Context: an optimization exercise on an open-source flow, tuned for small area and a short achievable clock period. The choices shown serve that exercise and are no tape-out recipe. Only simulation tests tie the RTL to the original design; equivalence was not proved.

==> trial 8: inputs <==
Design exec_core, start of the top module:
module exec_core (
    input  logic             clk,
    input  logic             reset,
    input  logic             in_valid,
    input  logic [32-1:0] in_instr,
    input  logic [32-1:0] in_pc,
    output logic                   result_valid,
    output logic [5-1:0] result_rd,
    output logic                   result_write_en,
    output logic [32-1:0]       result_value,
    output logic                   result_branch,
    output logic                   result_taken,
    output logic [32-1:0]       result_target,
    output logic                   result_illegal
);
clock: 6.5 ns
lec_check: 0
abc_area: 1
cap_margin: 20
core_margin: 2
core_utilization: 40
cts_cluster_diameter: 120
cts_cluster_size: 25
setup_slack_margin: 4.0
slew_margin: 20
run.sh (not shown) runs the stock make flow with config.mk's settings and CLKGATE_MAP_FILE= SYNTH_SCRIPT=/design/flow/synth_recipe.tcl, a recipe that flattens the netlist after the stock synthesis.
==> build 60: changes against trial 8 <==
--- a/flow/design.v
+++ b/flow/design.v
@@ -32,26 +32,35 @@
     assign in_writes = in_alu_legal || in_lui;
     logic        e_we;
     logic [4:0]  e_rd;
     logic [3:0]  d_s1lo, d_s2lo;
     logic [7:0]  d_s1hi, d_s2hi;
     logic        d_hit1, d_hit2, d_fwd1, d_fwd2;
     logic        d_valid, d_we;
-    logic [31:7] d_ins;
+    logic [14:7] d_ins;
+    logic        d_f7b5;
+    logic [31:0] d_imm;
     logic [31:0] d_pc;
     logic        d_op, d_lui, d_br, d_alu_legal, d_legal;
     always_ff @(posedge clk) begin
         if (reset) begin
             d_valid <= 1'b0;
             d_we    <= 1'b0;
         end else begin
             d_valid <= in_valid;
             d_we    <= in_valid && in_writes && (in_instr[11:7] != 5'd0);
         end
-        d_ins       <= in_instr[31:7];
+        d_ins       <= in_instr[14:7];
+        d_f7b5      <= in_instr[30];
+        if (in_lui)
+            d_imm   <= {in_instr[31:12], 12'b0};
+        else if (in_br)
+            d_imm   <= {{20{in_instr[31]}}, in_instr[7], in_instr[30:25], in_instr[11:8], 1'b0};
+        else
+            d_imm   <= {{20{in_instr[31]}}, in_instr[31:20]};
         for (int i = 0; i < 4; i++) begin
             d_s1lo[i] <= (in_instr[16:15] == i);
             d_s2lo[i] <= (in_instr[21:20] == i);
         end
         for (int i = 0; i < 8; i++) begin
             d_s1hi[i] <= (in_instr[19:17] == i);
             d_s2hi[i] <= (in_instr[24:22] == i);
@@ -68,24 +77,20 @@
         d_legal     <= in_legal;
     end
     logic [4:0] rd;
     logic [2:0] f3;
     logic       f7b5;
     assign rd   = d_ins[11:7];
     assign f3   = d_ins[14:12];
-    assign f7b5 = d_ins[30];
+    assign f7b5 = d_f7b5;
     logic        use_imm, sub_next;
     logic [31:0] imm_op;
     assign use_imm  = !d_op && !d_br;
-    assign imm_op   = d_lui ? {d_ins[31:12], 12'b0} : {{20{d_ins[31]}}, d_ins[31:20]};
+    assign imm_op   = d_imm;
     assign sub_next = d_br || (!d_lui && ((f3[2:1] == 2'b01) || (d_op && f7b5 && (f3 == 3'b000))));
-    logic [31:0] timm;
-    assign timm = d_lui ? {d_ins[31:12], 12'b0}
-                : (d_br ? {{20{d_ins[31]}}, d_ins[7], d_ins[30:25], d_ins[11:8], 1'b0}
-                        : {{20{d_ins[31]}}, d_ins[31:20]});
     logic [31:0] rf [1:31];
     logic [31:1] wen;
     logic [31:0] wdata;
     logic        r2_we;
     logic [4:0]  r2_rd;
     logic [31:0] r2_val;
     logic        clear;
@@ -136,15 +141,15 @@
             e_we    <= d_we;
         end
         e_rd      <= rd;
         e_a       <= opa;
         e_bx      <= opb ^ {32{sub_next}};
         e_shamt   <= opb[4:0];
         e_sub     <= sub_next;
-        e_tgt     <= d_pc + timm;
+        e_tgt     <= d_pc + d_imm;
         e_lui     <= d_lui;
         e_add     <= d_alu_legal && (f3 == 3'b000);
         e_sll     <= d_alu_legal && (f3 == 3'b001);
         e_slt     <= d_alu_legal && (f3 == 3'b010);
         e_sltu    <= d_alu_legal && (f3 == 3'b011);
         e_xor     <= d_alu_legal && (f3 == 3'b100);
         e_sr      <= d_alu_legal && (f3 == 3'b101);
- SETUP_SLACK_MARGIN: 4.0 -> 4.1
==> flow_summary.toml <==
[status]
status = "finished clean"

[pwr]
ir_worst_vdd_v = 0.000244
pwr_density_cell_mw_per_mm2 = 225
switching_share_pct = 30.0

[finish]
antenna_cells_inserted = 37
post_route_cells_drive_above_1_share_pct = 21.9
filler_cells = 14000
fraction_of_area_in_multi_input_gates_pct = 32.1
seq-cell-share_pct = 47.6
design.final.nets = 7045
register_area_mm2 = 0.0364
nClkBuffers = 101

[global_route]
grtUsageMet2_pct = 59.8
grt_max_degree = 46
global_route_met3_usage_pct = 19.2
grt_first_pass_wirelength_um = 457000

[die]
initial_core_util_pct = 40.3

[logic_synthesis]
syn-cell-area_mm2 = 0.0612
synth_cells = 6410
synth_area_per_cell_um2 = 9.56
yosys_register_bits = 1299

[cts]
cts_buffers = 59
the above is filed under build 60

==> flow_summary.toml <==
[logic_synthesis]
asyncSetResetFlopFracSynth_pct = 0
synth_area_per_cell_um2 = 9.51
yosys_register_bits = 1283
syn-cell-area_mm2 = 0.0611

[pwr]
pwr_density_cell_mw_per_mm2 = 227
ir_worst_vdd_v = 0.000229
switching_share_pct = 30.0

[finish]
post_route_cells_drive_above_1_share_pct = 20.3
seq-cell-share_pct = 48.3
nClkBuffers = 99
fraction_of_area_in_multi_input_gates_pct = 32.6
antenna_cells_inserted = 43
register_area_mm2 = 0.0360

[status]
status = "finished clean"

[global_route]
grt_first_pass_wirelength_um = 453000
global_route_met3_usage_pct = 18.6
grt_max_degree = 47

[die]
initial_core_util_pct = 40.2

[cts]
cts_buffers = 57
the above is filed under trial 8

static timing again, ports no longer ideal:
How much do the figures lean on ideal ports? The routed layouts below were timed once more, with nothing changed but the port constraints.
Step 1 sets driving cells, clkbuf_16 on the clock port and buf_2 on the other inputs (assumed; they add their load-dependent delay and slew).
Step 2 moves the port delays by t, midway between the first and last clock arrival at a register: inputs arrive t later, outputs are due t later. That takes back most of the time a late clock gives input paths.
a / b / c = ideal ports / drivers / drivers and shift; a / b = the first two.
| run | t, ns | setup slack, ns | hold WS [ns] |
|---|---|---|---|
| trial 8 | 0.833 | 3.826 / 3.806 / 3.220 | 0.330 / 0.330 / 0.330 |
| build 60 | 0.835 | 3.855 / 3.810 / 3.366 | 0.329 / 0.329 / 0.329 |
After both steps setup and hold are still met in every run listed. For trial 8, which loses most, drivers alone change the setup slack by -0.020 ns; drivers and shift together by -0.606 ns.
